What follows belongs to an exercise in optimizing a design on an open flow for small area and a short achievable clock period; a production flow would make more cautious choices.
The RTL was checked by simulation tests, not by an equivalence proof against the original design.
No driver is modelled on the clock port, so clocking that relies on it looks cheaper here than on a real chip.
Power figures rest on the tool's default switching activity, not on a simulated workload.

== raven ==
// frameReadout
module frameReadout (
	input logic clk,
	input logic rst,
	input logic [frameReadoutPkg::NumChan-1:0] strobe,
	input logic wrEn,
	input logic [frameReadoutPkg::ChanWidth-1:0] wrChan,
	input logic [frameReadoutPkg::AdrWidth-1:0] wrAdr,
	input logic [frameReadoutPkg::DataWidth-1:0] wrData,
	output logic txd,
	output logic busy
);
clock: 5.0 ns
lec_check: 0
cap_margin: 20
core_margin: 2
core_utilization: 40
cts_buf_list: sky130_fd_sc_hd__clkbuf_16
cts_cluster_diameter: 80
cts_cluster_size: 35
setup_slack_margin: 3.2
slew_margin: 20
standard.sh (not shown) runs the stock make flow with config.mk's settings and CLKGATE_MAP_FILE= SYNTH_SCRIPT=/design/flow/synth_recipe.tcl, a recipe that flattens the netlist after the stock synthesis.
==> flow/flow/run.sh <==
#!/bin/bash
set -euo pipefail
here=$(pwd)
res=$here/orfs/results/sky130hd/frameReadout/base
bash standard.sh cts > standard_cts.log 2>&1
CTS_ODB=$res/4_cts.odb OUT_ODB=$res/4_cts.odb openroad -no_init -exit flow/unroot.tcl > unroot.log 2>&1
bash standard.sh finish > standard_finish.log 2>&1
==> flow/flow/unroot.tcl <==
# Drop the clock tree's root buffer and let the clock port drive its loads, when they are few.
set db_file $::env(CTS_ODB)
read_db $db_file
set block [ord::get_db_block]
set port_net [[$block findBTerm clk] getNet]
set loads {}
foreach it [$port_net getITerms] { lappend loads $it }
puts "clock port loads: [llength $loads]"
if {[llength $loads] == 1} {
  set root [[lindex $loads 0] getInst]
  set out_net ""
  foreach it [$root getITerms] {
    if {[$it isOutputSignal]} { set out_net [$it getNet] }
  }
  set subs {}
  foreach it [$out_net getITerms] { if {[$it isInputSignal]} { lappend subs $it } }
  puts "root [$root getName] ([[$root getMaster] getName]) drives [llength $subs] pins"
  if {[llength $subs] <= 4} {
    foreach it $subs { $it disconnect; $it connect $port_net }
    odb::dbInst_destroy $root
    odb::dbNet_destroy $out_net
    puts "root buffer removed"
    write_db $::env(OUT_ODB)
  }
}
Changes in xenon relative to raven:
- CTS_CLUSTER_DIAMETER changed from 80 to 60
- CTS_BUF_LIST changed from sky130_fd_sc_hd__clkbuf_16 to sky130_fd_sc_hd__clkbuf_8 sky130_fd_sc_hd__clkbuf_16
- CTS_CLUSTER_SIZE changed from 35 to 20
- SETUP_SLACK_MARGIN changed from 3.2 to 3.3
Results
xenon: no failed stages, no open violations at the end. raven was carried through to the last stage, and its layout satisfied the timing, DRC and antenna checks. In the metrics for xenon and raven, the one carrying the lower final period demand of the worst path is xenon. Share of synthesized registers carrying an async set or reset: xenon vs raven identical. Relative to raven, clock-pin slew on the worst setup and hold paths decreased by 50 ps in xenon. Relative to raven, global routing usage on met3 has gone up in xenon. | non-clock buffer area fraction after layout | xenon vs raven | ≈ equal |. Count of clock-buffer cells in the layout ended up about 100% higher on xenon than on raven. Max reported leakage power across xenon and raven: xenon. On global-route usage: between xenon and raven, it ends up higher for xenon. Core utilization was lower in raven than in xenon. xenon vs raven — combinational gate power climbed by a few percent. Re combinational fraction of design power: xenon and raven aren't equal, and the higher value belongs to raven.
Edits applied to the flow inputs when going from xenon to violet:
- SETUP_SLACK_MARGIN now 3.1, was 3.3
==> comparison <==
- In terms of switching share of total power, violet and xenon differ only marginally.
- [compare] base=xenon new=violet: total combinational power dropped about 2%; fraction of power consumed by the clock network barely changed; total power after layout barely changed.
- There was hardly any difference in combinational cell fraction of total power between xenon and violet.
- violet ended with less post-CTS resize count than xenon.
- In terms of cell area reported after detailed placement, violet and xenon differ only marginally.
Changes in amber relative to violet:
- changing CTS_CLUSTER_DIAMETER from 60 to 80
- changing CTS_CLUSTER_SIZE from 20 to 30
- changing SETUP_SLACK_MARGIN from 3.1 to 3.2
- changing CTS_BUF_LIST from sky130_fd_sc_hd__clkbuf_8 sky130_fd_sc_hd__clkbuf_16 to sky130_fd_sc_hd__clkbuf_16
## What came out
Number of distinct library cell variants in the gate-level netlist after synthesis came out exactly the same in violet and amber. Fmax, amber vs violet: up slightly. Of violet and amber, amber shows the higher length of the first detailed-routing pass in iterations, with violet below it. On area taken by flip-flops and latches, violet and amber are neck and neck. Taking violet as the reference, in amber area added between synthesis and finish decreased by 2.3 points relative to the old numbers, share of the final layout cell area in multi-input gates now larger, fraction of the cycle the final worst path needs lost 0.44 points, number of non-filler instances in the completed layout moved down. Comparing the two runs side by side, amber comes out ahead of violet on total length of routed wires. Between violet and amber, post-route core utilization is higher for violet, amber comes in under that.
Changes in juniper relative to amber:
- CTS_CLUSTER_DIAMETER changed from 80 to 60
- SETUP_SLACK_MARGIN changed from 3.2 to 3.0
- CTS_BUF_LIST changed from sky130_fd_sc_hd__clkbuf_16 to sky130_fd_sc_hd__clkbuf_8 sky130_fd_sc_hd__clkbuf_16
- CTS_CLUSTER_SIZE changed from 30 to 20
Notes after the runs:
juniper vs. amber: sum of met2 wire segment lengths after detailed routing shows an increase of about 0.35%, count of buffers not belonging to the clock network in the layout shows an increase of 1.
amber -> juniper: cell area increased slightly
Re post-route total power: juniper and amber aren't equal, and the higher value belongs to juniper.
Re setup total negative slack: no difference whatsoever between juniper and amber.

[re-timing with driven ports]
How much do the figures lean on ideal ports? The routed layouts below were timed once more, with nothing changed but the port constraints.
Step 1 assumes that a clkbuf_16 drives the clock port and a buf_2 every other input.
Step 2 moves the port delays by t, midway between the first and last clock arrival at a register: inputs arrive t later, outputs are due t later. That takes back most of the time a late clock gives input paths.
Slacks: ideal / step 1 / step 2; pairs: ideal / step 1.
| run | t, ns | setup slack, ns | hold slack, ns | latest minus earliest clock arrival (ns) | worst data-port slew with drivers (ns) |
|---|---|---|---|---|---|
| raven | 0.557 | 2.965 / 2.887 / 2.744 | 0.367 / 0.367 / 0.367 | 0.022 / 0.022 | 0.04 |
| xenon | 0.540 | 3.056 / 2.932 / 2.870 | 0.352 / 0.352 / 0.352 | 0.036 / 0.035 | 0.05 |
| violet | 0.533 | 3.041 / 2.921 / 2.746 | 0.359 / 0.359 / 0.359 | 0.033 / 0.034 | 0.07 |
| amber | 0.514 | 3.063 / 2.939 / 2.817 | 0.364 / 0.364 / 0.364 | 0.030 / 0.031 | 0.05 |
| juniper | 0.538 | 2.961 / 2.894 / 2.596 | 0.348 / 0.348 / 0.348 | 0.033 / 0.032 | 0.06 |
After both steps every run listed still meets setup and hold. For juniper, which loses most, drivers alone change the setup slack by -0.067 ns; drivers and shift together by -0.365 ns.
